Source: an optimization exercise on an open RTL-to-GDS flow (aim: small area, a short achievable clock period and few clock cycles). Production flows keep margins and buffers that such runs may drop.
Only simulation tests tie the RTL to the original design; equivalence was not proved.
Power figures rest on the tool's default switching activity, not on a simulated workload.

<file path="flow/flow/run.sh">
#!/bin/bash
# The standard ORFS layout (the standard.sh, all steps), with the port
# buffers made of the smallest buffer cell instead of ORFS's default pick.
set -e
export BUFFER_PORTS_ARGS="-buffer_cell sky130_fd_sc_hd__buf_1"
bash standard.sh > standard.log 2>&1
</file>
<file path="flow/standard.sh">
#!/bin/bash
# synth_recipe.tcl (not shown) runs the flow's synth.tcl, then flattens the netlist and writes it again
# the make line also repeats each setting of config.mk as NAME=value (left out here)
make -C /OpenROAD-flow-scripts/flow DESIGN_CONFIG=/design/flow/config.mk WORK_HOME=/design/flow/orfs CLKGATE_MAP_FILE= SYNTH_SCRIPT=/design/flow/synth_recipe.tcl "${@:-finish}"
</file>
<file path="flow/config.mk">
export PLATFORM = sky130hd
export DESIGN_NAME = tx_duration
export DESIGN_NICKNAME = tx_duration
export VERILOG_FILES = /design/flow/design.v
export SDC_FILE = /design/flow/constraint.sdc
export NUM_CORES = 4
export LEC_CHECK = 0
export CAP_MARGIN = 20
export CORE_MARGIN = 2
export CORE_UTILIZATION = 40
export CTS_BUF_LIST = sky130_fd_sc_hd__clkbuf_8
export SLEW_MARGIN = 20
export SYNTH_HIERARCHICAL = 1
export SYNTH_MINIMUM_KEEP_SIZE = 0
</file>
<file path="flow/constraint.sdc">
create_clock -name core_clock -period 9.0 [get_ports {clk}]
set_input_delay 1.8000 -clock core_clock [delete_from_list [all_inputs] [get_ports {clk}]]
set_output_delay 1.8000 -clock core_clock [all_outputs]
set_load 0.01 [all_outputs]
</file>
<file path="flow/design.v">
`timescale 1ns/100ps
`default_nettype none
package dur_pkg;
	typedef logic [3:0] rate_code_t;
	typedef logic [3:0] rate_idx_t;
	typedef logic [15:0] dur_t;         
	typedef logic [11:0] frame_len_t;   
	typedef logic [7:0]  resp_len_t;    
	typedef enum logic {
		dur_bcast  = 1'b0,
		dur_single = 1'b1
	} dur_kind_t;
	localparam int NUM_RATES      = 12;
	localparam int FIRST_OFDM_IDX = 4;
	localparam int OFDM_PREAMBLE_US = 16;
	localparam int OFDM_SIGNAL_US   = 4;
	localparam int OFDM_SYMBOL_US   = 4;
	localparam int SIGNAL_EXT_US    = 6;
	localparam int SERVICE_BITS     = 16;
	localparam int TAIL_BITS        = 6;
	localparam int CCK_LONG_PLCP_US  = 192;
	localparam int CCK_SHORT_PLCP_US = 96;
	localparam int INV_FRAC_BITS = 8;  
	function automatic rate_idx_t rate_code_to_index(input rate_code_t code);
		rate_idx_t idx;
		if (code[3]) begin
			idx = rate_idx_t'(code[1:0]);  
		end else begin
			case (code[2:0])
				3'd0: idx = 4'd10;  
				3'd1: idx = 4'd8;   
				3'd2: idx = 4'd6;   
				3'd3: idx = 4'd4;   
				3'd4: idx = 4'd11;  
				3'd5: idx = 4'd9;   
				3'd6: idx = 4'd7;   
				default: idx = 4'd5;  
			endcase
		end
		rate_code_to_index = idx;
	endfunction
endpackage
`default_nettype wire
`timescale 1ns/100ps
`default_nettype none
module basic_rate_sel (
	input  dur_pkg::rate_idx_t            data_idx,
	input  wire logic [dur_pkg::NUM_RATES-1:0] basic_rate_set,
	output dur_pkg::rate_idx_t                 resp_idx
);
	dur_pkg::rate_idx_t floor_idx;
	assign floor_idx = (data_idx < dur_pkg::rate_idx_t'(dur_pkg::FIRST_OFDM_IDX)) ?
		dur_pkg::rate_idx_t'(0) : dur_pkg::rate_idx_t'(dur_pkg::FIRST_OFDM_IDX);
	always_comb begin
		resp_idx = floor_idx;
		for (int i = 0; i < dur_pkg::NUM_RATES; i++) begin
			if (basic_rate_set[i] && dur_pkg::rate_idx_t'(i) >= floor_idx &&
				dur_pkg::rate_idx_t'(i) <= data_idx)
				resp_idx = dur_pkg::rate_idx_t'(i);  
		end
	end
endmodule
`default_nettype wire
`timescale 1ns/100ps
`timescale 1ns/100ps
`default_nettype none
module frame_airtime (
	input  wire logic [18:3] nbn,
	input  wire logic [15:0] w,
	input  wire logic [23:0] k,
	output logic [23:0] a
);
	logic [15:0] wn;
	logic p3_0;
	logic p3_1;
	logic p3_2;
	logic p3_3;
	logic p3_4;
	logic p3_5;
	logic p3_6;
	logic p3_7;
	logic p3_8;
	logic p3_9;
	logic p3_10;
	logic p3_11;
	logic p3_12;
	logic p3_13;
	logic p3_14;
	logic p3_15;
	logic p4_0;
	logic p4_1;
	logic p4_2;
	logic p4_3;
	logic p4_4;
	logic p4_5;
	logic p4_6;
	logic p4_7;
	logic p4_8;
	logic p4_9;
	logic p4_10;
	logic p4_11;
	logic p4_12;
	logic p4_13;
	logic p4_14;
	logic p4_15;
	logic p5_0;
	logic p5_1;
	logic p5_2;
	logic p5_3;
	logic p5_4;
	logic p5_5;
	logic p5_6;
	logic p5_7;
	logic p5_8;
	logic p5_9;
	logic p5_10;
	logic p5_11;
	logic p5_12;
	logic p5_13;
	logic p5_14;
	logic p5_15;
	logic p6_0;
	logic p6_1;
	logic p6_2;
	logic p6_3;
	logic p6_4;
	logic p6_5;
	logic p6_6;
	logic p6_7;
	logic p6_8;
	logic p6_9;
	logic p6_10;
	logic p6_11;
	logic p6_12;
	logic p6_13;
	logic p6_14;
	logic p6_15;
	logic p7_0;
	logic p7_1;
	logic p7_2;
	logic p7_3;
	logic p7_4;
	logic p7_5;
	logic p7_6;
	logic p7_7;
	logic p7_8;
	logic p7_9;
	logic p7_10;
	logic p7_11;
	logic p7_12;
	logic p7_13;
	logic p7_14;
	logic p7_15;
	logic p8_0;
	logic p8_1;
	logic p8_2;
	logic p8_3;
	logic p8_4;
	logic p8_5;
	logic p8_6;
	logic p8_7;
	logic p8_8;
	logic p8_9;
	logic p8_10;
	logic p8_11;
	logic p8_12;
	logic p8_13;
	logic p8_14;
	logic p8_15;
	logic p9_0;
	logic p9_1;
	logic p9_2;
	logic p9_3;
	logic p9_4;
	logic p9_5;
	logic p9_6;
	logic p9_7;
	logic p9_8;
	logic p9_9;
	logic p9_10;
	logic p9_11;
	logic p9_12;
	logic p9_13;
	logic p9_14;
	logic p10_0;
	logic p10_1;
	logic p10_2;
	logic p10_3;
	logic p10_4;
	logic p10_5;
	logic p10_6;
	logic p10_7;
	logic p10_8;
	logic p10_9;
	logic p10_10;
	logic p10_11;
	logic p10_12;
	logic p10_13;
	logic p11_0;
	logic p11_1;
	logic p11_2;
	logic p11_3;
	logic p11_4;
	logic p11_5;
	logic p11_6;
	logic p11_7;
	logic p11_8;
	logic p11_9;
	logic p11_10;
	logic p11_11;
	logic p11_12;
	logic p12_0;
	logic p12_1;
	logic p12_2;
	logic p12_3;
	logic p12_4;
	logic p12_5;
	logic p12_6;
	logic p12_7;
	logic p12_8;
	logic p12_9;
	logic p12_10;
	logic p12_11;
	logic p13_0;
	logic p13_1;
	logic p13_2;
	logic p13_3;
	logic p13_4;
	logic p13_5;
	logic p13_6;
	logic p13_7;
	logic p13_8;
	logic p13_9;
	logic p13_10;
	logic p14_0;
	logic p14_1;
	logic p14_2;
	logic p14_3;
	logic p14_4;
	logic p14_5;
	logic p14_6;
	logic p14_7;
	logic p14_8;
	logic p14_9;
	logic p15_0;
	logic p15_1;
	logic p15_2;
	logic p15_3;
	logic p15_4;
	logic p15_5;
	logic p15_6;
	logic p15_7;
	logic p15_8;
	logic p16_0;
	logic p16_1;
	logic p16_2;
	logic p16_3;
	logic p16_4;
	logic p16_5;
	logic p16_6;
	logic p16_7;
	logic p17_0;
	logic p17_1;
	logic p17_2;
	logic p17_3;
	logic p17_4;
	logic p17_5;
	logic p17_6;
	logic p18_0;
	logic p18_1;
	logic p18_2;
	logic p18_3;
	logic p18_4;
	logic p18_5;
	logic s1;
	logic c1;
	logic s2;
	logic c2;
	logic s3;
	logic c3;
	logic s4;
	logic c4;
	logic s5;
	logic c5;
	logic s6;
	logic c6;
	logic s7;
	logic c7;
	logic s8;
	logic c8;
	logic s9;
	logic c9;
	logic s10;
	logic c10;
	logic s11;
	logic c11;
	logic s12;
	logic c12;
	logic s13;
	logic c13;
	logic s14;
	logic c14;
	logic s15;
	logic c15;
	logic s16;
	logic c16;
	logic s17;
	logic c17;
	logic s18;
	logic c18;
	logic s19;
	logic c19;
	logic s20;
	logic c20;
	logic s21;
	logic c21;
	logic s22;
	logic c22;
	logic s23;
	logic c23;
	logic s24;
	logic c24;
	logic s25;
	logic c25;
	logic s26;
	logic c26;
	logic s27;
	logic c27;
	logic s28;
	logic c28;
	logic s29;
	logic c29;
	logic s30;
	logic c30;
	logic s31;
	logic c31;
	logic s32;
	logic c32;
	logic s33;
	logic c33;
	logic s34;
	logic c34;
	logic s35;
	logic c35;
	logic s36;
	logic c36;
	logic s37;
	logic c37;
	logic s38;
	logic c38;
	logic s39;
	logic c39;
	logic s40;
	logic c40;
	logic s41;
	logic c41;
	logic s42;
	logic c42;
	logic s43;
	logic c43;
	logic s44;
	logic c44;
	logic s45;
	logic c45;
	logic s46;
	logic c46;
	logic s47;
	logic c47;
	logic s48;
	logic c48;
	logic s49;
	logic c49;
	logic s50;
	logic c50;
	logic s51;
	logic c51;
	logic s52;
	logic c52;
	logic s53;
	logic c53;
	logic s54;
	logic c54;
	logic s55;
	logic c55;
	logic s56;
	logic c56;
	logic s57;
	logic c57;
	logic s58;
	logic c58;
	logic s59;
	logic c59;
	logic s60;
	logic c60;
	logic s61;
	logic c61;
	logic s62;
	logic c62;
	logic s63;
	logic c63;
	logic s64;
	logic c64;
	logic s65;
	logic c65;
	logic s66;
	logic c66;
	logic s67;
	logic c67;
	logic s68;
	logic c68;
	logic s69;
	logic c69;
	logic s70;
	logic c70;
	logic s71;
	logic c71;
	logic s72;
	logic c72;
	logic s73;
	logic c73;
	logic s74;
	logic c74;
	logic s75;
	logic c75;
	logic s76;
	logic c76;
	logic s77;
	logic c77;
	logic s78;
	logic c78;
	logic s79;
	logic c79;
	logic s80;
	logic c80;
	logic s81;
	logic c81;
	logic s82;
	logic c82;
	logic s83;
	logic c83;
	logic s84;
	logic c84;
	logic s85;
	logic c85;
	logic s86;
	logic c86;
	logic s87;
	logic c87;
	logic s88;
	logic c88;
	logic s89;
	logic c89;
	logic s90;
	logic c90;
	logic s91;
	logic c91;
	logic s92;
	logic c92;
	logic s93;
	logic c93;
	logic s94;
	logic c94;
	logic s95;
	logic c95;
	logic s96;
	logic c96;
	logic s97;
	logic c97;
	logic s98;
	logic c98;
	logic s99;
	logic c99;
	logic s100;
	logic c100;
	logic s101;
	logic c101;
	logic s102;
	logic c102;
	logic s103;
	logic c103;
	logic s104;
	logic c104;
	logic s105;
	logic c105;
	logic s106;
	logic c106;
	logic s107;
	logic c107;
	logic s108;
	logic c108;
	logic s109;
	logic c109;
	logic s110;
	logic c110;
	logic s111;
	logic c111;
	logic s112;
	logic c112;
	logic s113;
	logic c113;
	logic s114;
	logic c114;
	logic s115;
	logic c115;
	logic s116;
	logic c116;
	logic s117;
	logic c117;
	logic s118;
	logic c118;
	logic s119;
	logic c119;
	logic s120;
	logic c120;
	logic s121;
	logic c121;
	logic s122;
	logic c122;
	logic s123;
	logic c123;
	logic s124;
	logic c124;
	logic s125;
	logic c125;
	logic s126;
	logic c126;
	logic s127;
	logic c127;
	logic s128;
	logic c128;
	logic s129;
	logic c129;
	logic s130;
	logic c130;
	logic s131;
	logic c131;
	logic s132;
	logic c132;
	logic s133;
	logic c133;
	logic s134;
	logic c134;
	logic s135;
	logic c135;
	logic s136;
	logic c136;
	logic s137;
	logic c137;
	logic s138;
	logic c138;
	logic s139;
	logic c139;
	logic s140;
	logic c140;
	logic s141;
	logic c141;
	logic s142;
	logic c142;
	logic s143;
	logic c143;
	logic s144;
	logic c144;
	logic s145;
	logic c145;
	logic s146;
	logic c146;
	logic s147;
	logic c147;
	logic s148;
	logic c148;
	logic s149;
	logic c149;
	logic s150;
	logic c150;
	logic s151;
	logic c151;
	logic s152;
	logic c152;
	logic s153;
	logic c153;
	logic s154;
	logic c154;
	logic s155;
	logic c155;
	logic s156;
	logic c156;
	logic s157;
	logic c157;
	logic s158;
	logic c158;
	logic s159;
	logic c159;
	logic s160;
	logic c160;
	logic s161;
	logic c161;
	logic s162;
	logic c162;
	logic s163;
	logic c163;
	logic s164;
	logic c164;
	logic s165;
	logic c165;
	logic s166;
	logic c166;
	logic s167;
	logic c167;
	logic s168;
	logic c168;
	logic s169;
	logic c169;
	logic s170;
	logic c170;
	logic s171;
	logic c171;
	logic s172;
	logic c172;
	logic s173;
	logic c173;
	logic s174;
	logic c174;
	logic s175;
	logic c175;
	logic s176;
	logic c176;
	logic s177;
	logic c177;
	logic s178;
	logic c178;
	logic s179;
	logic c179;
	logic s180;
	logic c180;
	logic s181;
	logic c181;
	logic s182;
	logic c182;
	logic s183;
	logic c183;
	logic s184;
	logic c184;
	logic s185;
	logic c185;
	inv16 u_wn (.a(w), .y(wn));
	assign p3_0 = ~(wn[0] | nbn[3]);
	assign p3_1 = ~(wn[1] | nbn[3]);
	assign p3_2 = ~(wn[2] | nbn[3]);
	assign p3_3 = ~(wn[3] | nbn[3]);
	assign p3_4 = ~(wn[4] | nbn[3]);
	assign p3_5 = ~(wn[5] | nbn[3]);
	assign p3_6 = ~(wn[6] | nbn[3]);
	assign p3_7 = ~(wn[7] | nbn[3]);
	assign p3_8 = ~(wn[8] | nbn[3]);
	assign p3_9 = ~(wn[9] | nbn[3]);
	assign p3_10 = ~(wn[10] | nbn[3]);
	assign p3_11 = ~(wn[11] | nbn[3]);
	assign p3_12 = ~(wn[12] | nbn[3]);
	assign p3_13 = ~(wn[13] | nbn[3]);
	assign p3_14 = ~(wn[14] | nbn[3]);
	assign p3_15 = ~(wn[15] | nbn[3]);
	assign p4_0 = ~(wn[0] | nbn[4]);
	assign p4_1 = ~(wn[1] | nbn[4]);
	assign p4_2 = ~(wn[2] | nbn[4]);
	assign p4_3 = ~(wn[3] | nbn[4]);
	assign p4_4 = ~(wn[4] | nbn[4]);
	assign p4_5 = ~(wn[5] | nbn[4]);
	assign p4_6 = ~(wn[6] | nbn[4]);
	assign p4_7 = ~(wn[7] | nbn[4]);
	assign p4_8 = ~(wn[8] | nbn[4]);
	assign p4_9 = ~(wn[9] | nbn[4]);
	assign p4_10 = ~(wn[10] | nbn[4]);
	assign p4_11 = ~(wn[11] | nbn[4]);
	assign p4_12 = ~(wn[12] | nbn[4]);
	assign p4_13 = ~(wn[13] | nbn[4]);
	assign p4_14 = ~(wn[14] | nbn[4]);
	assign p4_15 = ~(wn[15] | nbn[4]);
	assign p5_0 = ~(wn[0] | nbn[5]);
	assign p5_1 = ~(wn[1] | nbn[5]);
	assign p5_2 = ~(wn[2] | nbn[5]);
	assign p5_3 = ~(wn[3] | nbn[5]);
	assign p5_4 = ~(wn[4] | nbn[5]);
	assign p5_5 = ~(wn[5] | nbn[5]);
	assign p5_6 = ~(wn[6] | nbn[5]);
	assign p5_7 = ~(wn[7] | nbn[5]);
	assign p5_8 = ~(wn[8] | nbn[5]);
	assign p5_9 = ~(wn[9] | nbn[5]);
	assign p5_10 = ~(wn[10] | nbn[5]);
	assign p5_11 = ~(wn[11] | nbn[5]);
	assign p5_12 = ~(wn[12] | nbn[5]);
	assign p5_13 = ~(wn[13] | nbn[5]);
	assign p5_14 = ~(wn[14] | nbn[5]);
	assign p5_15 = ~(wn[15] | nbn[5]);
	assign p6_0 = ~(wn[0] | nbn[6]);
	assign p6_1 = ~(wn[1] | nbn[6]);
	assign p6_2 = ~(wn[2] | nbn[6]);
	assign p6_3 = ~(wn[3] | nbn[6]);
	assign p6_4 = ~(wn[4] | nbn[6]);
	assign p6_5 = ~(wn[5] | nbn[6]);
	assign p6_6 = ~(wn[6] | nbn[6]);
	assign p6_7 = ~(wn[7] | nbn[6]);
	assign p6_8 = ~(wn[8] | nbn[6]);
	assign p6_9 = ~(wn[9] | nbn[6]);
	assign p6_10 = ~(wn[10] | nbn[6]);
	assign p6_11 = ~(wn[11] | nbn[6]);
	assign p6_12 = ~(wn[12] | nbn[6]);
	assign p6_13 = ~(wn[13] | nbn[6]);
	assign p6_14 = ~(wn[14] | nbn[6]);
	assign p6_15 = ~(wn[15] | nbn[6]);
	assign p7_0 = ~(wn[0] | nbn[7]);
	assign p7_1 = ~(wn[1] | nbn[7]);
	assign p7_2 = ~(wn[2] | nbn[7]);
	assign p7_3 = ~(wn[3] | nbn[7]);
	assign p7_4 = ~(wn[4] | nbn[7]);
	assign p7_5 = ~(wn[5] | nbn[7]);
	assign p7_6 = ~(wn[6] | nbn[7]);
	assign p7_7 = ~(wn[7] | nbn[7]);
	assign p7_8 = ~(wn[8] | nbn[7]);
	assign p7_9 = ~(wn[9] | nbn[7]);
	assign p7_10 = ~(wn[10] | nbn[7]);
	assign p7_11 = ~(wn[11] | nbn[7]);
	assign p7_12 = ~(wn[12] | nbn[7]);
	assign p7_13 = ~(wn[13] | nbn[7]);
	assign p7_14 = ~(wn[14] | nbn[7]);
	assign p7_15 = ~(wn[15] | nbn[7]);
	assign p8_0 = ~(wn[0] | nbn[8]);
	assign p8_1 = ~(wn[1] | nbn[8]);
	assign p8_2 = ~(wn[2] | nbn[8]);
	assign p8_3 = ~(wn[3] | nbn[8]);
	assign p8_4 = ~(wn[4] | nbn[8]);
	assign p8_5 = ~(wn[5] | nbn[8]);
	assign p8_6 = ~(wn[6] | nbn[8]);
	assign p8_7 = ~(wn[7] | nbn[8]);
	assign p8_8 = ~(wn[8] | nbn[8]);
	assign p8_9 = ~(wn[9] | nbn[8]);
	assign p8_10 = ~(wn[10] | nbn[8]);
	assign p8_11 = ~(wn[11] | nbn[8]);
	assign p8_12 = ~(wn[12] | nbn[8]);
	assign p8_13 = ~(wn[13] | nbn[8]);
	assign p8_14 = ~(wn[14] | nbn[8]);
	assign p8_15 = ~(wn[15] | nbn[8]);
	assign p9_0 = ~(wn[0] | nbn[9]);
	assign p9_1 = ~(wn[1] | nbn[9]);
	assign p9_2 = ~(wn[2] | nbn[9]);
	assign p9_3 = ~(wn[3] | nbn[9]);
	assign p9_4 = ~(wn[4] | nbn[9]);
	assign p9_5 = ~(wn[5] | nbn[9]);
	assign p9_6 = ~(wn[6] | nbn[9]);
	assign p9_7 = ~(wn[7] | nbn[9]);
	assign p9_8 = ~(wn[8] | nbn[9]);
	assign p9_9 = ~(wn[9] | nbn[9]);
	assign p9_10 = ~(wn[10] | nbn[9]);
	assign p9_11 = ~(wn[11] | nbn[9]);
	assign p9_12 = ~(wn[12] | nbn[9]);
	assign p9_13 = ~(wn[13] | nbn[9]);
	assign p9_14 = ~(wn[14] | nbn[9]);
	assign p10_0 = ~(wn[0] | nbn[10]);
	assign p10_1 = ~(wn[1] | nbn[10]);
	assign p10_2 = ~(wn[2] | nbn[10]);
	assign p10_3 = ~(wn[3] | nbn[10]);
	assign p10_4 = ~(wn[4] | nbn[10]);
	assign p10_5 = ~(wn[5] | nbn[10]);
	assign p10_6 = ~(wn[6] | nbn[10]);
	assign p10_7 = ~(wn[7] | nbn[10]);
	assign p10_8 = ~(wn[8] | nbn[10]);
	assign p10_9 = ~(wn[9] | nbn[10]);
	assign p10_10 = ~(wn[10] | nbn[10]);
	assign p10_11 = ~(wn[11] | nbn[10]);
	assign p10_12 = ~(wn[12] | nbn[10]);
	assign p10_13 = ~(wn[13] | nbn[10]);
	assign p11_0 = ~(wn[0] | nbn[11]);
	assign p11_1 = ~(wn[1] | nbn[11]);
	assign p11_2 = ~(wn[2] | nbn[11]);
	assign p11_3 = ~(wn[3] | nbn[11]);
	assign p11_4 = ~(wn[4] | nbn[11]);
	assign p11_5 = ~(wn[5] | nbn[11]);
	assign p11_6 = ~(wn[6] | nbn[11]);
	assign p11_7 = ~(wn[7] | nbn[11]);
	assign p11_8 = ~(wn[8] | nbn[11]);
	assign p11_9 = ~(wn[9] | nbn[11]);
	assign p11_10 = ~(wn[10] | nbn[11]);
	assign p11_11 = ~(wn[11] | nbn[11]);
	assign p11_12 = ~(wn[12] | nbn[11]);
	assign p12_0 = ~(wn[0] | nbn[12]);
	assign p12_1 = ~(wn[1] | nbn[12]);
	assign p12_2 = ~(wn[2] | nbn[12]);
	assign p12_3 = ~(wn[3] | nbn[12]);
	assign p12_4 = ~(wn[4] | nbn[12]);
	assign p12_5 = ~(wn[5] | nbn[12]);
	assign p12_6 = ~(wn[6] | nbn[12]);
	assign p12_7 = ~(wn[7] | nbn[12]);
	assign p12_8 = ~(wn[8] | nbn[12]);
	assign p12_9 = ~(wn[9] | nbn[12]);
	assign p12_10 = ~(wn[10] | nbn[12]);
	assign p12_11 = ~(wn[11] | nbn[12]);
	assign p13_0 = ~(wn[0] | nbn[13]);
	assign p13_1 = ~(wn[1] | nbn[13]);
	assign p13_2 = ~(wn[2] | nbn[13]);
	assign p13_3 = ~(wn[3] | nbn[13]);
	assign p13_4 = ~(wn[4] | nbn[13]);
	assign p13_5 = ~(wn[5] | nbn[13]);
	assign p13_6 = ~(wn[6] | nbn[13]);
	assign p13_7 = ~(wn[7] | nbn[13]);
	assign p13_8 = ~(wn[8] | nbn[13]);
	assign p13_9 = ~(wn[9] | nbn[13]);
	assign p13_10 = ~(wn[10] | nbn[13]);
	assign p14_0 = ~(wn[0] | nbn[14]);
	assign p14_1 = ~(wn[1] | nbn[14]);
	assign p14_2 = ~(wn[2] | nbn[14]);
	assign p14_3 = ~(wn[3] | nbn[14]);
	assign p14_4 = ~(wn[4] | nbn[14]);
	assign p14_5 = ~(wn[5] | nbn[14]);
	assign p14_6 = ~(wn[6] | nbn[14]);
	assign p14_7 = ~(wn[7] | nbn[14]);
	assign p14_8 = ~(wn[8] | nbn[14]);
	assign p14_9 = ~(wn[9] | nbn[14]);
	assign p15_0 = ~(wn[0] | nbn[15]);
	assign p15_1 = ~(wn[1] | nbn[15]);
	assign p15_2 = ~(wn[2] | nbn[15]);
	assign p15_3 = ~(wn[3] | nbn[15]);
	assign p15_4 = ~(wn[4] | nbn[15]);
	assign p15_5 = ~(wn[5] | nbn[15]);
	assign p15_6 = ~(wn[6] | nbn[15]);
	assign p15_7 = ~(wn[7] | nbn[15]);
	assign p15_8 = ~(wn[8] | nbn[15]);
	assign p16_0 = ~(wn[0] | nbn[16]);
	assign p16_1 = ~(wn[1] | nbn[16]);
	assign p16_2 = ~(wn[2] | nbn[16]);
	assign p16_3 = ~(wn[3] | nbn[16]);
	assign p16_4 = ~(wn[4] | nbn[16]);
	assign p16_5 = ~(wn[5] | nbn[16]);
	assign p16_6 = ~(wn[6] | nbn[16]);
	assign p16_7 = ~(wn[7] | nbn[16]);
	assign p17_0 = ~(wn[0] | nbn[17]);
	assign p17_1 = ~(wn[1] | nbn[17]);
	assign p17_2 = ~(wn[2] | nbn[17]);
	assign p17_3 = ~(wn[3] | nbn[17]);
	assign p17_4 = ~(wn[4] | nbn[17]);
	assign p17_5 = ~(wn[5] | nbn[17]);
	assign p17_6 = ~(wn[6] | nbn[17]);
	assign p18_0 = ~(wn[0] | nbn[18]);
	assign p18_1 = ~(wn[1] | nbn[18]);
	assign p18_2 = ~(wn[2] | nbn[18]);
	assign p18_3 = ~(wn[3] | nbn[18]);
	assign p18_4 = ~(wn[4] | nbn[18]);
	assign p18_5 = ~(wn[5] | nbn[18]);
	ha2 u1 (.a(k[15]), .b(p3_12), .s(s1), .co(c1));
	fa3 u2 (.a(k[16]), .b(p3_13), .c(p4_12), .s(s2), .co(c2));
	ha2 u3 (.a(p5_11), .b(p6_10), .s(s3), .co(c3));
	fa3 u4 (.a(k[17]), .b(p3_14), .c(p4_13), .s(s4), .co(c4));
	fa3 u5 (.a(p5_12), .b(p6_11), .c(p7_10), .s(s5), .co(c5));
	ha2 u6 (.a(p8_9), .b(p9_8), .s(s6), .co(c6));
	fa3 u7 (.a(k[18]), .b(p3_15), .c(p4_14), .s(s7), .co(c7));
	fa3 u8 (.a(p5_13), .b(p6_12), .c(p7_11), .s(s8), .co(c8));
	fa3 u9 (.a(p8_10), .b(p9_9), .c(p10_8), .s(s9), .co(c9));
	ha2 u10 (.a(p11_7), .b(p12_6), .s(s10), .co(c10));
	fa3 u11 (.a(k[19]), .b(p4_15), .c(p5_14), .s(s11), .co(c11));
	fa3 u12 (.a(p6_13), .b(p7_12), .c(p8_11), .s(s12), .co(c12));
	fa3 u13 (.a(p9_10), .b(p10_9), .c(p11_8), .s(s13), .co(c13));
	ha2 u14 (.a(p12_7), .b(p13_6), .s(s14), .co(c14));
	fa3 u15 (.a(k[20]), .b(p5_15), .c(p6_14), .s(s15), .co(c15));
	fa3 u16 (.a(p7_13), .b(p8_12), .c(p9_11), .s(s16), .co(c16));
	fa3 u17 (.a(p10_10), .b(p11_9), .c(p12_8), .s(s17), .co(c17));
	fa3 u18 (.a(k[21]), .b(p6_15), .c(p7_14), .s(s18), .co(c18));
	fa3 u19 (.a(p8_13), .b(p9_12), .c(p10_11), .s(s19), .co(c19));
	fa3 u20 (.a(k[22]), .b(p7_15), .c(p8_14), .s(s20), .co(c20));
	ha2 u21 (.a(k[11]), .b(p3_8), .s(s21), .co(c21));
	fa3 u22 (.a(k[12]), .b(p3_9), .c(p4_8), .s(s22), .co(c22));
	ha2 u23 (.a(p5_7), .b(p6_6), .s(s23), .co(c23));
	fa3 u24 (.a(k[13]), .b(p3_10), .c(p4_9), .s(s24), .co(c24));
	fa3 u25 (.a(p5_8), .b(p6_7), .c(p7_6), .s(s25), .co(c25));
	ha2 u26 (.a(p8_5), .b(p9_4), .s(s26), .co(c26));
	fa3 u27 (.a(k[14]), .b(p3_11), .c(p4_10), .s(s27), .co(c27));
	fa3 u28 (.a(p5_9), .b(p6_8), .c(p7_7), .s(s28), .co(c28));
	fa3 u29 (.a(p8_6), .b(p9_5), .c(p10_4), .s(s29), .co(c29));
	ha2 u30 (.a(p11_3), .b(p12_2), .s(s30), .co(c30));
	fa3 u31 (.a(p4_11), .b(p5_10), .c(p6_9), .s(s31), .co(c31));
	fa3 u32 (.a(p7_8), .b(p8_7), .c(p9_6), .s(s32), .co(c32));
	fa3 u33 (.a(p10_5), .b(p11_4), .c(p12_3), .s(s33), .co(c33));
	fa3 u34 (.a(p13_2), .b(p14_1), .c(p15_0), .s(s34), .co(c34));
	fa3 u35 (.a(p7_9), .b(p8_8), .c(p9_7), .s(s35), .co(c35));
	fa3 u36 (.a(p10_6), .b(p11_5), .c(p12_4), .s(s36), .co(c36));
	fa3 u37 (.a(p13_3), .b(p14_2), .c(p15_1), .s(s37), .co(c37));
	fa3 u38 (.a(p16_0), .b(c1), .c(s3), .s(s38), .co(c38));
	fa3 u39 (.a(p10_7), .b(p11_6), .c(p12_5), .s(s39), .co(c39));
	fa3 u40 (.a(p13_4), .b(p14_3), .c(p15_2), .s(s40), .co(c40));
	fa3 u41 (.a(p16_1), .b(p17_0), .c(c3), .s(s41), .co(c41));
	fa3 u42 (.a(s6), .b(c2), .c(s4), .s(s42), .co(c42));
	fa3 u43 (.a(p13_5), .b(p14_4), .c(p15_3), .s(s43), .co(c43));
	fa3 u44 (.a(p16_2), .b(p17_1), .c(p18_0), .s(s44), .co(c44));
	fa3 u45 (.a(c6), .b(s10), .c(c4), .s(s45), .co(c45));
	fa3 u46 (.a(c5), .b(s7), .c(s8), .s(s46), .co(c46));
	fa3 u47 (.a(p14_5), .b(p15_4), .c(p16_3), .s(s47), .co(c47));
	fa3 u48 (.a(p17_2), .b(p18_1), .c(c10), .s(s48), .co(c48));
	fa3 u49 (.a(s14), .b(c7), .c(c8), .s(s49), .co(c49));
	fa3 u50 (.a(c9), .b(s11), .c(s12), .s(s50), .co(c50));
	fa3 u51 (.a(p13_7), .b(p14_6), .c(p15_5), .s(s51), .co(c51));
	fa3 u52 (.a(p16_4), .b(p17_3), .c(p18_2), .s(s52), .co(c52));
	fa3 u53 (.a(c14), .b(c11), .c(c12), .s(s53), .co(c53));
	fa3 u54 (.a(c13), .b(s15), .c(s16), .s(s54), .co(c54));
	fa3 u55 (.a(p11_10), .b(p12_9), .c(p13_8), .s(s55), .co(c55));
	fa3 u56 (.a(p14_7), .b(p15_6), .c(p16_5), .s(s56), .co(c56));
	fa3 u57 (.a(p17_4), .b(p18_3), .c(c15), .s(s57), .co(c57));
	fa3 u58 (.a(c16), .b(c17), .c(s18), .s(s58), .co(c58));
	fa3 u59 (.a(p9_13), .b(p10_12), .c(p11_11), .s(s59), .co(c59));
	fa3 u60 (.a(p12_10), .b(p13_9), .c(p14_8), .s(s60), .co(c60));
	fa3 u61 (.a(p15_7), .b(p16_6), .c(p17_5), .s(s61), .co(c61));
	fa3 u62 (.a(p18_4), .b(c18), .c(c19), .s(s62), .co(c62));
	fa3 u63 (.a(k[23]), .b(p8_15), .c(p9_14), .s(s63), .co(c63));
	fa3 u64 (.a(p10_13), .b(p11_12), .c(p12_11), .s(s64), .co(c64));
	fa3 u65 (.a(p13_10), .b(p14_9), .c(p15_8), .s(s65), .co(c65));
	fa3 u66 (.a(p16_7), .b(p17_6), .c(p18_5), .s(s66), .co(c66));
	ha2 u67 (.a(k[8]), .b(p3_5), .s(s67), .co(c67));
	fa3 u68 (.a(k[9]), .b(p3_6), .c(p4_5), .s(s68), .co(c68));
	ha2 u69 (.a(p5_4), .b(p6_3), .s(s69), .co(c69));
	fa3 u70 (.a(k[10]), .b(p3_7), .c(p4_6), .s(s70), .co(c70));
	fa3 u71 (.a(p5_5), .b(p6_4), .c(p7_3), .s(s71), .co(c71));
	ha2 u72 (.a(p8_2), .b(p9_1), .s(s72), .co(c72));
	fa3 u73 (.a(p4_7), .b(p5_6), .c(p6_5), .s(s73), .co(c73));
	fa3 u74 (.a(p7_4), .b(p8_3), .c(p9_2), .s(s74), .co(c74));
	fa3 u75 (.a(p10_1), .b(p11_0), .c(s21), .s(s75), .co(c75));
	fa3 u76 (.a(p7_5), .b(p8_4), .c(p9_3), .s(s76), .co(c76));
	fa3 u77 (.a(p10_2), .b(p11_1), .c(p12_0), .s(s77), .co(c77));
	fa3 u78 (.a(c21), .b(s23), .c(s22), .s(s78), .co(c78));
	fa3 u79 (.a(p10_3), .b(p11_2), .c(p12_1), .s(s79), .co(c79));
	fa3 u80 (.a(p13_0), .b(c23), .c(s26), .s(s80), .co(c80));
	fa3 u81 (.a(c22), .b(s24), .c(s25), .s(s81), .co(c81));
	fa3 u82 (.a(p13_1), .b(p14_0), .c(c26), .s(s82), .co(c82));
	fa3 u83 (.a(s30), .b(c24), .c(c25), .s(s83), .co(c83));
	fa3 u84 (.a(s27), .b(s28), .c(s29), .s(s84), .co(c84));
	fa3 u85 (.a(c30), .b(s1), .c(c27), .s(s85), .co(c85));
	fa3 u86 (.a(c28), .b(c29), .c(s31), .s(s86), .co(c86));
	fa3 u87 (.a(s32), .b(s33), .c(s34), .s(s87), .co(c87));
	fa3 u88 (.a(c31), .b(c32), .c(c33), .s(s88), .co(c88));
	fa3 u89 (.a(c34), .b(s35), .c(s36), .s(s89), .co(c89));
	fa3 u90 (.a(s37), .b(s2), .c(s38), .s(s90), .co(c90));
	fa3 u91 (.a(c35), .b(c36), .c(c37), .s(s91), .co(c91));
	fa3 u92 (.a(s39), .b(s40), .c(s5), .s(s92), .co(c92));
	fa3 u93 (.a(c38), .b(s41), .c(s42), .s(s93), .co(c93));
	fa3 u94 (.a(c39), .b(c40), .c(s43), .s(s94), .co(c94));
	fa3 u95 (.a(s44), .b(s9), .c(c41), .s(s95), .co(c95));
	fa3 u96 (.a(c42), .b(s45), .c(s46), .s(s96), .co(c96));
	fa3 u97 (.a(c43), .b(c44), .c(s47), .s(s97), .co(c97));
	fa3 u98 (.a(s13), .b(s48), .c(c45), .s(s98), .co(c98));
	fa3 u99 (.a(c46), .b(s49), .c(s50), .s(s99), .co(c99));
	fa3 u100 (.a(c47), .b(s51), .c(s52), .s(s100), .co(c100));
	fa3 u101 (.a(s17), .b(c48), .c(c49), .s(s101), .co(c101));
	fa3 u102 (.a(c50), .b(s53), .c(s54), .s(s102), .co(c102));
	fa3 u103 (.a(c51), .b(c52), .c(s55), .s(s103), .co(c103));
	fa3 u104 (.a(s56), .b(s19), .c(c53), .s(s104), .co(c104));
	fa3 u105 (.a(c54), .b(s57), .c(s58), .s(s105), .co(c105));
	fa3 u106 (.a(c55), .b(c56), .c(s59), .s(s106), .co(c106));
	fa3 u107 (.a(s60), .b(s61), .c(s20), .s(s107), .co(c107));
	fa3 u108 (.a(c57), .b(c58), .c(s62), .s(s108), .co(c108));
	fa3 u109 (.a(c59), .b(c60), .c(c61), .s(s109), .co(c109));
	fa3 u110 (.a(s63), .b(s64), .c(s65), .s(s110), .co(c110));
	fa3 u111 (.a(s66), .b(c20), .c(c62), .s(s111), .co(c111));
	ha2 u112 (.a(k[6]), .b(p3_3), .s(s112), .co(c112));
	fa3 u113 (.a(k[7]), .b(p3_4), .c(p4_3), .s(s113), .co(c113));
	ha2 u114 (.a(p5_2), .b(p6_1), .s(s114), .co(c114));
	fa3 u115 (.a(p4_4), .b(p5_3), .c(p6_2), .s(s115), .co(c115));
	fa3 u116 (.a(p7_1), .b(p8_0), .c(s67), .s(s116), .co(c116));
	fa3 u117 (.a(p7_2), .b(p8_1), .c(p9_0), .s(s117), .co(c117));
	fa3 u118 (.a(c67), .b(s69), .c(s68), .s(s118), .co(c118));
	fa3 u119 (.a(p10_0), .b(c69), .c(s72), .s(s119), .co(c119));
	fa3 u120 (.a(c68), .b(s70), .c(s71), .s(s120), .co(c120));
	fa3 u121 (.a(c72), .b(c70), .c(c71), .s(s121), .co(c121));
	fa3 u122 (.a(s73), .b(s74), .c(s75), .s(s122), .co(c122));
	fa3 u123 (.a(c73), .b(c74), .c(s76), .s(s123), .co(c123));
	fa3 u124 (.a(s77), .b(c75), .c(s78), .s(s124), .co(c124));
	fa3 u125 (.a(c76), .b(c77), .c(s79), .s(s125), .co(c125));
	fa3 u126 (.a(s80), .b(c78), .c(s81), .s(s126), .co(c126));
	fa3 u127 (.a(c79), .b(c80), .c(s82), .s(s127), .co(c127));
	fa3 u128 (.a(c81), .b(s83), .c(s84), .s(s128), .co(c128));
	fa3 u129 (.a(c82), .b(c83), .c(c84), .s(s129), .co(c129));
	fa3 u130 (.a(s85), .b(s86), .c(s87), .s(s130), .co(c130));
	fa3 u131 (.a(c85), .b(c86), .c(c87), .s(s131), .co(c131));
	fa3 u132 (.a(s88), .b(s89), .c(s90), .s(s132), .co(c132));
	fa3 u133 (.a(c88), .b(c89), .c(s91), .s(s133), .co(c133));
	fa3 u134 (.a(s92), .b(c90), .c(s93), .s(s134), .co(c134));
	fa3 u135 (.a(c91), .b(c92), .c(s94), .s(s135), .co(c135));
	fa3 u136 (.a(s95), .b(c93), .c(s96), .s(s136), .co(c136));
	fa3 u137 (.a(c94), .b(s97), .c(c95), .s(s137), .co(c137));
	fa3 u138 (.a(c96), .b(s98), .c(s99), .s(s138), .co(c138));
	fa3 u139 (.a(c97), .b(s100), .c(c98), .s(s139), .co(c139));
	fa3 u140 (.a(c99), .b(s101), .c(s102), .s(s140), .co(c140));
	fa3 u141 (.a(c100), .b(s103), .c(c101), .s(s141), .co(c141));
	fa3 u142 (.a(c102), .b(s104), .c(s105), .s(s142), .co(c142));
	fa3 u143 (.a(c103), .b(s106), .c(s107), .s(s143), .co(c143));
	fa3 u144 (.a(c104), .b(c105), .c(s108), .s(s144), .co(c144));
	fa3 u145 (.a(c106), .b(c107), .c(s109), .s(s145), .co(c145));
	fa3 u146 (.a(s110), .b(c108), .c(s111), .s(s146), .co(c146));
	ha2 u147 (.a(k[5]), .b(p3_2), .s(s147), .co(c147));
	fa3 u148 (.a(p4_2), .b(p5_1), .c(p6_0), .s(s148), .co(c148));
	fa3 u149 (.a(p7_0), .b(c112), .c(s114), .s(s149), .co(c149));
	fa3 u150 (.a(c114), .b(c113), .c(s115), .s(s150), .co(c150));
	fa3 u151 (.a(c115), .b(s117), .c(c116), .s(s151), .co(c151));
	fa3 u152 (.a(c117), .b(s119), .c(c118), .s(s152), .co(c152));
	fa3 u153 (.a(c119), .b(c120), .c(s121), .s(s153), .co(c153));
	fa3 u154 (.a(c121), .b(s123), .c(c122), .s(s154), .co(c154));
	fa3 u155 (.a(c123), .b(s125), .c(c124), .s(s155), .co(c155));
	fa3 u156 (.a(c125), .b(s127), .c(c126), .s(s156), .co(c156));
	fa3 u157 (.a(c127), .b(c128), .c(s129), .s(s157), .co(c157));
	fa3 u158 (.a(c129), .b(c130), .c(s131), .s(s158), .co(c158));
	fa3 u159 (.a(c131), .b(s133), .c(c132), .s(s159), .co(c159));
	fa3 u160 (.a(c133), .b(s135), .c(c134), .s(s160), .co(c160));
	fa3 u161 (.a(c135), .b(s137), .c(c136), .s(s161), .co(c161));
	fa3 u162 (.a(c137), .b(c138), .c(s139), .s(s162), .co(c162));
	fa3 u163 (.a(c139), .b(c140), .c(s141), .s(s163), .co(c163));
	fa3 u164 (.a(s143), .b(c141), .c(c142), .s(s164), .co(c164));
	fa3 u165 (.a(c143), .b(s145), .c(c144), .s(s165), .co(c165));
	ha2 u166 (.a(k[4]), .b(p3_1), .s(s166), .co(c166));
	fa3 u167 (.a(p4_1), .b(p5_0), .c(s147), .s(s167), .co(c167));
	fa3 u168 (.a(c147), .b(s112), .c(s148), .s(s168), .co(c168));
	fa3 u169 (.a(c148), .b(s113), .c(s149), .s(s169), .co(c169));
	fa3 u170 (.a(c149), .b(s116), .c(s150), .s(s170), .co(c170));
	fa3 u171 (.a(c150), .b(s118), .c(s151), .s(s171), .co(c171));
	fa3 u172 (.a(s120), .b(c151), .c(s152), .s(s172), .co(c172));
	fa3 u173 (.a(s122), .b(c152), .c(s153), .s(s173), .co(c173));
	fa3 u174 (.a(c153), .b(s124), .c(s154), .s(s174), .co(c174));
	fa3 u175 (.a(s126), .b(c154), .c(s155), .s(s175), .co(c175));
	fa3 u176 (.a(s128), .b(c155), .c(s156), .s(s176), .co(c176));
	fa3 u177 (.a(s130), .b(c156), .c(s157), .s(s177), .co(c177));
	fa3 u178 (.a(s132), .b(c157), .c(s158), .s(s178), .co(c178));
	fa3 u179 (.a(c158), .b(s134), .c(s159), .s(s179), .co(c179));
	fa3 u180 (.a(s136), .b(c159), .c(s160), .s(s180), .co(c180));
	fa3 u181 (.a(s138), .b(c160), .c(s161), .s(s181), .co(c181));
	fa3 u182 (.a(s140), .b(c161), .c(s162), .s(s182), .co(c182));
	fa3 u183 (.a(s142), .b(c162), .c(s163), .s(s183), .co(c183));
	fa3 u184 (.a(s144), .b(c163), .c(s164), .s(s184), .co(c184));
	fa3 u185 (.a(s146), .b(c164), .c(s165), .s(s185), .co(c185));
	logic [23:0] r0, r1;
	assign r0 = {c184, c183, c182, c181, c180, c179, c178, c177, c176, c175, c174, c173, c172, c171, c170, c169, c168, c167, c166, s166, k[3], k[2], k[1], k[0]};
	assign r1 = {s185, s184, s183, s182, s181, s180, s179, s178, s177, s176, s175, s174, s173, s172, s171, s170, s169, s168, s167, p4_0, p3_0, 1'b0, 1'b0, 1'b0};
	assign a = r0 + r1;
endmodule
module fa3 (
	input  wire logic a, b, c,
	output logic      s, co
);
	assign s  = a ^ b ^ c;
	assign co = (a & b) | (a & c) | (b & c);
endmodule
module inv16 (
	input  wire logic [15:0] a,
	output logic [15:0]      y
);
	assign y = ~a;
endmodule
module ha2 (
	input  wire logic a, b,
	output logic      s, co
);
	assign s  = a ^ b;
	assign co = a & b;
endmodule
`default_nettype wire
`timescale 1ns/100ps
`timescale 1ns/100ps
`default_nettype none
module tx_duration #(
	parameter int INV_W = 16
) (
	input  wire logic                 clk,
	input  wire logic                 arst_n,
	input  wire logic                 start,
	input  dur_pkg::dur_kind_t            dur_kind,
	input  dur_pkg::rate_code_t           data_rate,
	input  dur_pkg::resp_len_t            resp_len,
	input  dur_pkg::frame_len_t           next_len,
	input  wire logic                 long_pre,
	input  wire logic [dur_pkg::NUM_RATES-1:0] basic_rate_set,
	input  dur_pkg::dur_t                 sifs,
	output logic                      tab_en,
	output dur_pkg::rate_idx_t                 tab_addr,
	input  wire logic [INV_W-1:0]     tab_data,
	output logic                      dur_valid,
	output dur_pkg::dur_t                      dur,
	output dur_pkg::rate_idx_t                 resp_rate
);
	dur_pkg::rate_idx_t data_idx;
	dur_pkg::rate_idx_t resp_idx;
	logic s_rd;    
	logic s_d1;    
	logic s_f2;    
	logic ofdm_q, both_q;
	logic idle;
	logic has_resp, has_next, both, go;
	logic is_ofdm;
	dur_pkg::frame_len_t nxt_len;
	logic [15:0] nbits;
	logic [18:3] nbn_q;
	logic [1:0] shamt;
	logic [15:0] lomask;
	logic [23:0] kadd, prod;
	dur_pkg::dur_t acc, cst, part, triple, sum;
	assign data_idx = dur_pkg::rate_code_to_index(data_rate);
	basic_rate_sel sel0 (
		.data_idx(data_idx), .basic_rate_set(basic_rate_set), .resp_idx(resp_idx)
	);
	assign has_resp = |resp_len;
	assign has_next = |next_len;
	assign both     = has_resp & has_next;
	assign idle     = ~(s_rd | s_d1);
	assign go       = idle & start & (dur_kind == dur_pkg::dur_single) & (has_resp | has_next);
	assign is_ofdm  = ~data_rate[3];
	always_ff @(posedge clk or negedge arst_n) begin
		if (!arst_n) begin
			s_rd      <= 1'b0;
			s_d1      <= 1'b0;
			s_f2      <= 1'b0;
			tab_en    <= 1'b0;
			dur_valid <= 1'b0;
		end else begin
			s_rd      <= go;
			s_d1      <= s_rd & both;
			s_f2      <= s_d1;
			tab_en    <= go | (s_rd & both);
			dur_valid <= (idle & start & ~go) | (s_rd & ~both) | s_d1;
		end
	end
	assign nxt_len  = s_d1 | ~has_next ? dur_pkg::frame_len_t'(resp_len) : next_len;
	assign cst      = is_ofdm ? 16'd26 : (long_pre ? 16'd192 : 16'd96);
	logic [11:0] inc_c;
	assign inc_c[0] = is_ofdm;
	for (genvar i = 0; i < 11; i++) begin : g_inc
		ha2 u (.a(nxt_len[i + 1]), .b(inc_c[i]), .s(nbits[i + 4]), .co(inc_c[i + 1]));
	end
	assign nbits[15]  = inc_c[11];
	assign nbits[3:0] = {nxt_len[0], is_ofdm, is_ofdm, 1'b0};
	logic [15:0] part_c;
	assign part[0]   = sifs[0];
	ha2 u_part1 (.a(sifs[1]), .b(cst[1]), .s(part[1]), .co(part_c[1]));
	for (genvar i = 2; i < 16; i++) begin : g_part
		if (i < 8) begin : g_f
			fa3 u (.a(sifs[i]), .b(cst[i]), .c(part_c[i - 1]), .s(part[i]), .co(part_c[i]));
		end else begin : g_h
			ha2 u (.a(sifs[i]), .b(part_c[i - 1]), .s(part[i]), .co(part_c[i]));
		end
	end
	logic [15:0] dbl, tri_c;
	assign dbl       = both_q ? {acc[14:0], 1'b0} : 16'd0;
	assign triple[0] = acc[0];
	ha2 u_tri1 (.a(acc[1]), .b(dbl[1]), .s(triple[1]), .co(tri_c[1]));
	for (genvar i = 2; i < 16; i++) begin : g_tri
		fa3 u (.a(acc[i]), .b(dbl[i]), .c(tri_c[i - 1]), .s(triple[i]), .co(tri_c[i]));
	end
	always_ff @(posedge clk) begin
		if (s_rd | s_d1)
			nbn_q <= ~(16'((19'(nbits) << {is_ofdm, s_d1}) >> 3));
		else
			nbn_q <= '1;
		if (s_d1)
			acc <= sum;
		else if (s_rd)
			acc <= triple;
		else
			acc <= go ? part : '0;
		ofdm_q <= is_ofdm;
		both_q <= both;    
	end
	assign shamt  = {ofdm_q, s_f2};
	assign lomask = ~(16'hffff << shamt);
	assign kadd   = {acc & ~lomask, 8'h00} | (24'hff << shamt);
	frame_airtime air0 (
		.nbn(nbn_q), .w(tab_data), .k(kadd), .a(prod)
	);
	assign sum = (prod[23:8] & ~lomask) | (acc & lomask);
	assign dur = sum;
	always_ff @(posedge clk) begin
		if (idle)
			tab_addr <= (dur_kind == dur_pkg::dur_bcast) ? dur_pkg::rate_idx_t'(0) :
				(has_next ? data_idx : resp_idx);
		else
			tab_addr <= resp_idx;
	end
	assign resp_rate = tab_addr;
endmodule
`default_nettype wire
</file>
==> results.txt <==
worst-margin pin slew=844.4 ps; first-pass GRT wire length=35940 um; minimum clock period after layout=8744 ps; Post-Synthesis Cells=867; H-Tree Depth=2; RSZ-0062 raised after global routing=false; outcome=finished clean; Placed Instances=1196; clock skew=4.140 ps; maximum vdd drop=339.2 uV; chip width=151.0 um; DRT iter0 DRCs=422; largest net degree at the start of global routing=46; HP Class=flip-flop to flip-flop; Pwr Density=307.4 nW/um^2; initial antenna violation count=0; fin util=0.4417; # Post-CTS Setup Buffers=0; total track usage=0.2040; Vias=6555; syn avg cell area=9.968 sq um; CP Cell Sequence=buf_1 > inv_1 > nor2_1 > fa_1 > fa_1 > fa_1 > fa_1 > fa_1 > fa_1 > ha_1 > nand3_1 > or3_1 > nand4b_1 > o211ai_1 > a21oi_1 > xnor2_1 > buf_1; global route total overflow=0; # IOs=99; Clock Path Buffers=2; non-filler cells, final=1204; Static Leak=4.547 nW; WP data arrival=6940 ps; mapped cell area=8642 sq um; period utilization=0.9715; first drt pass iteration count=5; Critical Path End Type=output pin; Max Slew Vio Count=0; Reg2Reg Launch Point=both_q; layout cells sized above 1=0.08288; WS Path Type=primary input to output pin; Reg clk slew, reported paths=80 ps; Critical Path RT=7200 ps; Layout area overhead=7.775%; Max Freq=114.4 MHz; Die Footprint=22800 sq um; Critical Path Source=tab_data[11]; number of buffers added on ports=96; Setup TNS Final=0 ps; post-DR vias/cell=5.444; DRC=0; Final ANT Viol Nets=0; crit-path max cell delay=550 ps; CP Max Fanout=8; Syn. warnings=8; drt total wl=21680 um; delay-heaviest family, CP=adder cells; GPL Wtd Cong=0.9128; number of max-cap violations=0; Clock Latency Late Sink=300 ps; CP bufs+invs=3; Die Ht=151.0 um; CTS Sinks=43; final setup fails=0; vias in the first global route=6706; root buf cell=clkbuf_8; cell mode on critical path=fa_1; CTS tree=yes; crit start category=primary input; Post-DP HPWL=18550 um; per-cell routed wire length=18.01 um; Crit-path slowest cell=fa_1; Num CTS Buffers=5; area of the core=21090 sq um; final hold violation count=0; hold buffer count at CTS=0; Slew headroom=0.4363; min-delay src=s_rd; Cell Rows=53; antenna cells=0; nets=1248; Starting Density=0.4098
metal layers:
layer / vias to the layer above / track usage / part of all wire
met1: 3422 / 0.2810 / 0.44
met5: - / 0 / 0
met3: 26 / 0.02048 / 0.035
li1: 2952 / - / -
met4: 0 / 0.03972 / 0.018
met2: 155 / 0.3530 / 0.51
area by class of cell:
cell class | instances | area (sq um)
Clock buffer | 6 | 82.58
Clock inverter | 2 | 35.03
Fill cell | 2080 | 11770
Inverter | 22 | 82.58
Multi-Input combinational cell | 741 | 7370
Sequential cell | 43 | 897.1
Tap cell | 275 | 344.1
Timing Repair Buffer | 115 | 503.0
metrics by stage:
step                total power, mW  instance area, sq um  hold WS, ps  setup WS [ps]
floorplan                     1.998                  8657        354.8          763.8
global route                  3.152                  9314        764.2          9.203
CTS                           2.890                  9314        722.0          234.0
finish                        2.863                  9314        728.3          256.5
global placement              2.709                  9196        691.2          281.7
detailed placement            2.722                  9196        709.9          244.3
path summary, 6_finish.rpt:
check | slack [ps] | depth (start not counted) | end
hold / removal | 730 | 1 | s_d1
setup reg to reg | 2100 | 18 | acc[15]
min in group asynchronous | 1340 | 1 | dur_valid
max in group asynchronous | 7420 | 1 | s_d1
hold reg to reg | 730 | 1 | s_d1
setup / recovery | 260 | 17 | dur[15]
power breakdown:
part | internal (mW) | switching, mW | leakage [nW] | total [mW]
clock network | 0.0898 | 0.0658 | 0.0612 | 0.156
logic | 0.972 | 1.43 | 4.11 | 2.41
registers | 0.229 | 0.0726 | 0.381 | 0.302
sequential cells by signal, indices dropped and copies added, names as in the netlist:
register and flops:
tab_en 1, tab_addr 4, s_f2 1, dur_valid 1, ofdm_q 1, nbn_q 16, both_q 1, acc 16
s_d1 1, s_rd 1
timing repair:
action                     4_1_cts  5_1_grt
setup endpoints to repair        0        1
hold endpoints to repair         0        0
resized for setup                0        2
placed cells by master, fill, tap and decap left out, drive strengths merged, types with 2 or more instances in the layout:
cell	count
o31ai	2
nor2	222
ha	57
xnor2	12
a22o	17
a221o	3
a21boi	2
o21a	3
o311ai	3
a211oi	2
dfxtp	37
nand2	36
nand4	4
a21oi	24
a21o	20
mux2	14
clkbuf	6
o22ai	3
buf	115
inv	22
o211ai	6
or2	4
and2	19
nor4	5
conb	6
xor2	4
or3	2
mux4	8
fa	190
and3	2
o21ai	15
dfrtp	5
nor2b	10
nand3	21
nand2b	5
Testbench counts, summed over its fixed seeds: cycles 5,403.

[what the ideal ports hide]
How much do the figures lean on ideal ports? The routed layout below was timed once more, with nothing changed but the port constraints.
Step 1: set_driving_cell puts a clkbuf_16 on clk and a buf_2 on each other input, an assumption about the parent block.
Step 2, shift: input delay + t, output delay - t, t = (earliest + latest rising clock arrival at the registers) / 2. This alone moves slack from input paths to output paths.
Three values: ideal, step 1, step 2; two values: the first two.
t, ns: 0.327
slack for setup (ns): 0.256 / 0.237 / 0.237
worst setup path at the end: input to output
After both steps this run still meets setup and hold. For this run, drivers alone change the setup slack by -0.019 ns; drivers and shift together by -0.019 ns.
